Context: an optimization exercise on an open-source flow, tuned for small area, a short achievable clock period and few clock cycles. The choices shown serve that exercise and are no tape-out recipe. RTL that was checked went through simulation tests only; none was proved equivalent to the original. No activity file was given, so power comes from the tool's default toggle rates.

amber:
==> flow/design.v <==
module agu_tile_stream #(
  parameter int                    ADDR_WIDTH = 32,
  parameter int                    IDX_WIDTH  = 16,
  parameter int                    LANES      = 4,
  parameter int                    FIFO_DEPTH = 4,
  parameter logic [ADDR_WIDTH-1:0] NULL_ADDR  = '1
) (
  input  logic                  clk,
  input  logic                  rst,
  input  logic                  cfg_valid_i,
  output logic                  cfg_ready_o,
  input  logic [IDX_WIDTH-1:0]  mat_m_i, mat_k_i, mat_n_i,
  input  logic [IDX_WIDTH-1:0]  tm_i, tn_i, tk_i,
  input  logic [ADDR_WIDTH-1:0] base_a_i, base_b_i, base_c_i,
  input  logic [1:0]            elem_shift_i,
  input  logic                  tile_req_i,
  output logic                  tile_done_o,
  output logic                  all_tiles_done_o,
  output logic                  busy_o,
  output logic                  out_valid,
  input  logic                  out_ready,
  output logic [LANES*ADDR_WIDTH-1:0] out_addr,
  output logic [LANES-1:0]      out_null,
  output logic [1:0]            out_id,
  output logic                  out_last
);
  localparam int AW = ADDR_WIDTH;
  localparam int IW = IDX_WIDTH;
  localparam int SW = IW + 3;               
  localparam int LB = $clog2(LANES) + 3;    
  localparam int HW = AW - LB;
  localparam logic [1:0] SEG_A = 2'd0, SEG_B = 2'd1, SEG_C = 2'd2;
  logic busy_q, init_q, armed_q, run_q, done_q, last_q;
  logic [1:0]    seg_q, sh_q;
  logic          lk_q, lm_q;                
  logic          ce_q, re_q;                
  logic [IW-1:0] k_q, n_q, tm_q, tn_q, tk_q;
  logic [IW-1:0] rm_q, rn_q, rk_q, ko_q, no_q;
  logic [IW-1:0] rr_q, rc_q;                
  logic [AW-1:0] p_q, r_q, am_q, bk_q, bb_q, cm_q;
  logic cfg_acc, zero_cfg, valid, pop, adv;
  logic last_m, last_n, last_k, walk_end;
  logic [IW-1:0] em, en, ek;
  logic [IW:0]   dm, dn, dk;
  assign cfg_acc  = cfg_valid_i & ~busy_q;
  assign zero_cfg = (mat_m_i == '0) | (mat_k_i == '0) | (mat_n_i == '0) |
                    (tm_i == '0) | (tn_i == '0) | (tk_i == '0);
  assign dm     = {1'b0, rm_q} - {1'b0, tm_q};
  assign dn     = {1'b0, rn_q} - {1'b0, tn_q};
  assign dk     = {1'b0, rk_q} - {1'b0, tk_q};
  assign last_m = dm[IW] | (dm[IW-1:0] == '0);
  assign last_n = dn[IW] | (dn[IW-1:0] == '0);
  assign last_k = dk[IW] | (dk[IW-1:0] == '0);
  assign em     = last_m ? rm_q : tm_q;
  assign en     = last_n ? rn_q : tn_q;
  assign ek     = last_k ? rk_q : tk_q;
  assign walk_end = (seg_q == SEG_C) & lm_q & last_n;
  assign valid = run_q | (armed_q & tile_req_i);
  assign pop   = valid & out_ready;
  assign adv   = pop | init_q;
  assign out_valid        = valid;
  assign tile_done_o      = out_ready & last_q;
  assign cfg_ready_o      = ~busy_q;
  assign busy_o           = busy_q;
  assign all_tiles_done_o = done_q;
  assign out_id           = seg_q;
  assign out_last         = last_q;
  logic [HW-1:0]    hi, t_q;
  logic [LANES-1:1] c_q;
  assign hi = p_q[AW-1:LB];
  assign out_null[0]      = 1'b0;
  assign out_addr[AW-1:0] = p_q;
  for (genvar l = 1; l < LANES; l++) begin : g_lane
    logic [LB-1:0] lo;
    assign lo                   = p_q[LB-1:0] + (LB'(l) << sh_q);
    assign out_null[l]          = (rc_q[IW-1:2] == '0) & (rc_q[1:0] <= 2'(l));
    assign out_addr[l*AW +: AW] = out_null[l] ? NULL_ADDR : {hi ^ (t_q & {HW{c_q[l]}}), lo};
  end
  localparam int EV_START = 0, EV_INROW = 1, EV_ROW = 2, EV_TOB = 3, EV_TOC = 4;
  logic [4:0]    ev_q, ev_n;
  logic          start, inrow, rowadv, to_b, to_c, ce_n, re_n, lk_n, last_n_beat;
  logic [1:0]    seg_n;
  logic [IW-1:0] y, w_n, h_n;
  logic [SW-1:0] y_s, z_s;
  logic [AW-1:0] x, madd, uadd;
  logic [HW-1:0] t_n;
  logic [LANES-1:1] c_n;
  assign start  = ev_q[EV_START];
  assign inrow  = ev_q[EV_INROW];
  assign rowadv = ev_q[EV_ROW];
  assign to_b   = ev_q[EV_TOB];
  assign to_c   = ev_q[EV_TOC];
  always_comb begin
    x = ({AW{start}} & am_q) | ({AW{inrow}} & p_q) | ({AW{rowadv}} & r_q) |
        ({AW{to_b}} & bk_q) | ({AW{to_c}} & cm_q);
    y = ({IW{start}} & ko_q) | ({IW{inrow}} & IW'(LANES)) |
        ({IW{rowadv & (seg_q == SEG_A)}} & k_q) | ({IW{rowadv & (seg_q != SEG_A)}} & n_q) |
        ({IW{to_b | to_c}} & no_q);
  end
  assign y_s  = SW'(y) << sh_q;
  assign madd = x + AW'(y_s);
  always_comb begin
    logic [HW-1:0] g;
    g = madd[AW-1:LB];
    for (int s = 1; s < HW; s = s * 2)
      for (int i = HW - 1; i >= 0; i--)
        if ((i / s) % 2 == 1) g[i] = g[i] & g[(i / s) * s - 1];
    t_n = {g[HW-2:0], 1'b1};              
  end
  for (genvar l = 1; l < LANES; l++) begin : g_carry
    logic [LB:0] lo;
    assign lo     = {1'b0, madd[LB-1:0]} + ((LB+1)'(l) << sh_q);
    assign c_n[l] = lo[LB];
  end
  assign z_s  = SW'((seg_q == SEG_A) ? rk_q : rn_q) << sh_q;
  assign uadd = r_q + AW'(z_s);
  always_comb begin
    seg_n = seg_q; lk_n = lk_q;
    w_n = (seg_q == SEG_A) ? ek : en;
    h_n = rr_q - IW'(1);
    if (start)     begin seg_n = SEG_A; w_n = ek; h_n = em; end
    else if (to_b) begin seg_n = SEG_B; w_n = en; h_n = ek; lk_n = last_k; end
    else if (to_c) begin seg_n = SEG_C; w_n = en; h_n = em; end
  end
  assign ce_n = inrow ? (rc_q <= IW'(2*LANES)) : (w_n <= IW'(LANES));
  assign re_n = inrow ? re_q : (h_n == IW'(1));
  assign last_n_beat = ce_n & re_n & ((seg_n == SEG_C) | ((seg_n == SEG_B) & ~lk_n));
  always_comb begin
    ev_n = '0;
    if (last_n_beat)           ev_n[EV_START] = 1'b1;
    else if (!ce_n)            ev_n[EV_INROW] = 1'b1;
    else if (!re_n)            ev_n[EV_ROW]   = 1'b1;
    else if (seg_n == SEG_A)   ev_n[EV_TOB]   = 1'b1;
    else                       ev_n[EV_TOC]   = 1'b1;
  end
  always_ff @(posedge clk or posedge rst) begin
    if (rst) begin
      busy_q <= 1'b0; init_q <= 1'b0; armed_q <= 1'b0; run_q <= 1'b0;
      done_q <= 1'b0; last_q <= 1'b0;
    end else if (cfg_acc) begin
      busy_q <= ~zero_cfg; init_q <= ~zero_cfg; armed_q <= 1'b0; run_q <= 1'b0;
      done_q <= zero_cfg; last_q <= 1'b0;
    end else begin
      init_q <= 1'b0;
      if (init_q) armed_q <= 1'b1;
      if (busy_q & tile_req_i) run_q <= 1'b1;
      if (adv) last_q <= last_n_beat;
      if (pop & last_q) begin
        run_q <= 1'b0;
        if (walk_end) begin busy_q <= 1'b0; armed_q <= 1'b0; done_q <= 1'b1; end
      end
    end
  end
  always_ff @(posedge clk) begin
    if (!busy_q) begin
      k_q <= mat_k_i; n_q <= mat_n_i; tm_q <= tm_i; tn_q <= tn_i; tk_q <= tk_i;
      sh_q <= elem_shift_i;
      rm_q <= mat_m_i; rn_q <= mat_n_i; rk_q <= mat_k_i; ko_q <= '0; no_q <= '0;
      am_q <= base_a_i; bk_q <= base_b_i; bb_q <= base_b_i; cm_q <= base_c_i;
      ev_q <= 5'(1 << EV_START);
    end else if (adv) begin
      p_q <= madd; t_q <= t_n; c_q <= c_n; ev_q <= ev_n;
      if (!inrow) begin r_q <= madd; rc_q <= w_n; rr_q <= h_n; end
      else rc_q <= rc_q - IW'(LANES);
      seg_q <= seg_n; lk_q <= lk_n; ce_q <= ce_n; re_q <= re_n;
      if (last_q) begin
        if (lk_q) begin
          rn_q <= last_n ? n_q : dn[IW-1:0];
          no_q <= last_n ? '0 : no_q + tn_q;
        end
        if (lk_q & last_n) cm_q <= uadd;
        if (~lk_q) bk_q <= uadd;
      end
      if (to_b) begin
        rk_q <= last_k ? k_q : dk[IW-1:0];
        ko_q <= last_k ? '0 : ko_q + tk_q;
        if (last_n & last_k) am_q <= uadd;
      end
      if (to_c) begin
        lm_q <= last_m;
        bk_q <= bb_q;
        if (last_n) rm_q <= dm[IW-1:0];
      end
    end
  end
endmodule
clock: 13.5 ns
lec_check: 0
cap_margin: 20
core_margin: 2
core_utilization: 40
place_density: 0.6
setup_slack_margin: 5
slew_margin: 20
standard.sh (not shown) runs the stock make flow with config.mk's settings and CLKGATE_MAP_FILE= SYNTH_SCRIPT=/design/flow/synth_recipe.tcl, a recipe that flattens the netlist after the stock synthesis.
==> flow/flow/run.sh <==
#!/bin/bash
# The standard layout (the standard.sh: its synthesis, floorplan, power grid,
# placement, CTS and routing unchanged), with one difference: the buffers that
# placement puts on every input and output port are sky130_fd_sc_hd__buf_2
# cells instead of the default delay-cell buffers.
set -euo pipefail
export BUFFER_PORTS_ARGS="-buffer_cell sky130_fd_sc_hd__buf_2"
bash standard.sh finish > flow_make.log 2>&1
In summary, amber completed successfully, with a layout that passed the timing, DRC and antenna checks.
Testbench counts of amber, summed over its fixed seeds: cycles 105,238.
The following lists how delta was set up differently from amber:
diff --git a/flow/design.v b/flow/design.v
--- a/flow/design.v
+++ b/flow/design.v
@@ -63,30 +63,31 @@
   assign cfg_ready_o      = ~busy_q;
   assign busy_o           = busy_q;
   assign all_tiles_done_o = done_q;
   assign out_id           = seg_q;
   assign out_last         = last_q;
-  logic [HW-1:0]    hi, t_q;
-  logic [LANES-1:1] c_q;
+  logic [HW-1:0]               hi, t_q;
+  logic [LANES-1:1]            c_q, nul_q;
+  logic [LANES-1:1][LB-1:0]    lo_q;
   assign hi = p_q[AW-1:LB];
   assign out_null[0]      = 1'b0;
   assign out_addr[AW-1:0] = p_q;
   for (genvar l = 1; l < LANES; l++) begin : g_lane
-    logic [LB-1:0] lo;
-    assign lo                   = p_q[LB-1:0] + (LB'(l) << sh_q);
-    assign out_null[l]          = (rc_q[IW-1:2] == '0) & (rc_q[1:0] <= 2'(l));
-    assign out_addr[l*AW +: AW] = out_null[l] ? NULL_ADDR : {hi ^ (t_q & {HW{c_q[l]}}), lo};
+    assign out_null[l]          = nul_q[l];
+    assign out_addr[l*AW +: AW] = nul_q[l] ? NULL_ADDR : {hi ^ (t_q & {HW{c_q[l]}}), lo_q[l]};
   end
   localparam int EV_START = 0, EV_INROW = 1, EV_ROW = 2, EV_TOB = 3, EV_TOC = 4;
   logic [4:0]    ev_q, ev_n;
   logic          start, inrow, rowadv, to_b, to_c, ce_n, re_n, lk_n, last_n_beat;
   logic [1:0]    seg_n;
   logic [IW-1:0] y, w_n, h_n;
   logic [SW-1:0] y_s, z_s;
   logic [AW-1:0] x, madd, uadd;
   logic [HW-1:0] t_n;
-  logic [LANES-1:1] c_n;
+  logic [LANES-1:1] c_n, nul_n;
+  logic [LANES-1:1][LB-1:0] lo_n;
+  logic [IW-1:0] rc_n;
   assign start  = ev_q[EV_START];
   assign inrow  = ev_q[EV_INROW];
   assign rowadv = ev_q[EV_ROW];
   assign to_b   = ev_q[EV_TOB];
   assign to_c   = ev_q[EV_TOC];
@@ -108,11 +109,13 @@
     t_n = {g[HW-2:0], 1'b1};              
   end
   for (genvar l = 1; l < LANES; l++) begin : g_carry
     logic [LB:0] lo;
     assign lo     = {1'b0, madd[LB-1:0]} + ((LB+1)'(l) << sh_q);
-    assign c_n[l] = lo[LB];
+    assign c_n[l]  = lo[LB];
+    assign lo_n[l] = lo[LB-1:0];
+    assign nul_n[l] = (rc_n[IW-1:2] == '0) & (rc_n[1:0] <= 2'(l));
   end
   assign z_s  = SW'((seg_q == SEG_A) ? rk_q : rn_q) << sh_q;
   assign uadd = r_q + AW'(z_s);
   always_comb begin
     seg_n = seg_q; lk_n = lk_q;
@@ -120,10 +123,11 @@
     h_n = rr_q - IW'(1);
     if (start)     begin seg_n = SEG_A; w_n = ek; h_n = em; end
     else if (to_b) begin seg_n = SEG_B; w_n = en; h_n = ek; lk_n = last_k; end
     else if (to_c) begin seg_n = SEG_C; w_n = en; h_n = em; end
   end
+  assign rc_n = inrow ? rc_q - IW'(LANES) : w_n;
   assign ce_n = inrow ? (rc_q <= IW'(2*LANES)) : (w_n <= IW'(LANES));
   assign re_n = inrow ? re_q : (h_n == IW'(1));
   assign last_n_beat = ce_n & re_n & ((seg_n == SEG_C) | ((seg_n == SEG_B) & ~lk_n));
   always_comb begin
     ev_n = '0;
@@ -157,13 +161,13 @@
       sh_q <= elem_shift_i;
       rm_q <= mat_m_i; rn_q <= mat_n_i; rk_q <= mat_k_i; ko_q <= '0; no_q <= '0;
       am_q <= base_a_i; bk_q <= base_b_i; bb_q <= base_b_i; cm_q <= base_c_i;
       ev_q <= 5'(1 << EV_START);
     end else if (adv) begin
-      p_q <= madd; t_q <= t_n; c_q <= c_n; ev_q <= ev_n;
-      if (!inrow) begin r_q <= madd; rc_q <= w_n; rr_q <= h_n; end
-      else rc_q <= rc_q - IW'(LANES);
+      p_q <= madd; t_q <= t_n; c_q <= c_n; lo_q <= lo_n; nul_q <= nul_n; ev_q <= ev_n;
+      rc_q <= rc_n;
+      if (!inrow) begin r_q <= madd; rr_q <= h_n; end
       seg_q <= seg_n; lk_q <= lk_n; ce_q <= ce_n; re_q <= re_n;
       if (last_q) begin
         if (lk_q) begin
           rn_q <= last_n ? n_q : dn[IW-1:0];
           no_q <= last_n ? '0 : no_q + tn_q;
--- outcome ---
delta finished end to end and its layout was clean on timing, DRC and antenna.
Compared to amber, delta has post-synthesis to final-layout area growth 0.17 points lower.
On power share of the sequential group: delta sits below amber.
Share of cell area taken by muxes after synthesis for delta: 1.6 points down relative to amber
amber tops out at a lower clock frequency than delta.
The met1 global-route usage number comes out higher for delta vs amber.
From amber to delta the numbers moved as follows: utilization went down, async set-or-reset flop fraction in the synthesized netlist did not really move.
Relative to amber, delta degrades register-to-register setup slack.
When delta is measured against amber, its count of antenna diodes in the layout turns out 1 higher.
Setup skew after layout: amber vs delta, no meaningful difference
Iteration count of the initial detailed-routing pass, delta and amber, higher one = delta.
Startpoint of the worst setup timing path = seg_q[0]: delta; startpoint of the worst setup timing path = sh_q[0]: amber
delta ends up with higher number of unique standard cell types used by synthesis than amber does.
Function not checked in delta: the RTL went through the layout flow alone.

what the ideal ports hide:
Ports are ideal in the flow. The routed layouts listed here were re-timed in OpenROAD. Step 1 assumes that a clkbuf_16 drives the clock port and a buf_2 every other input. Step 2 adds t to the input delays and takes it off the output delays; t is the mean of the earliest and latest rising clock arrival at the registers after step 1. Input paths then give back, and output paths get back, about the clock's delay inside the block. a / b / c = ideal / step 1 / step 2; a / b = the first two.
run	shift t [ns]	setup WS [ns]	latest minus earliest clock arrival (ns)
amber	0.677	6.656 / 6.591 / 6.995	0.028 / 0.027
delta	0.665	6.800 / 6.800 / 6.800	0.029 / 0.029
After both steps every run listed still meets setup and hold.
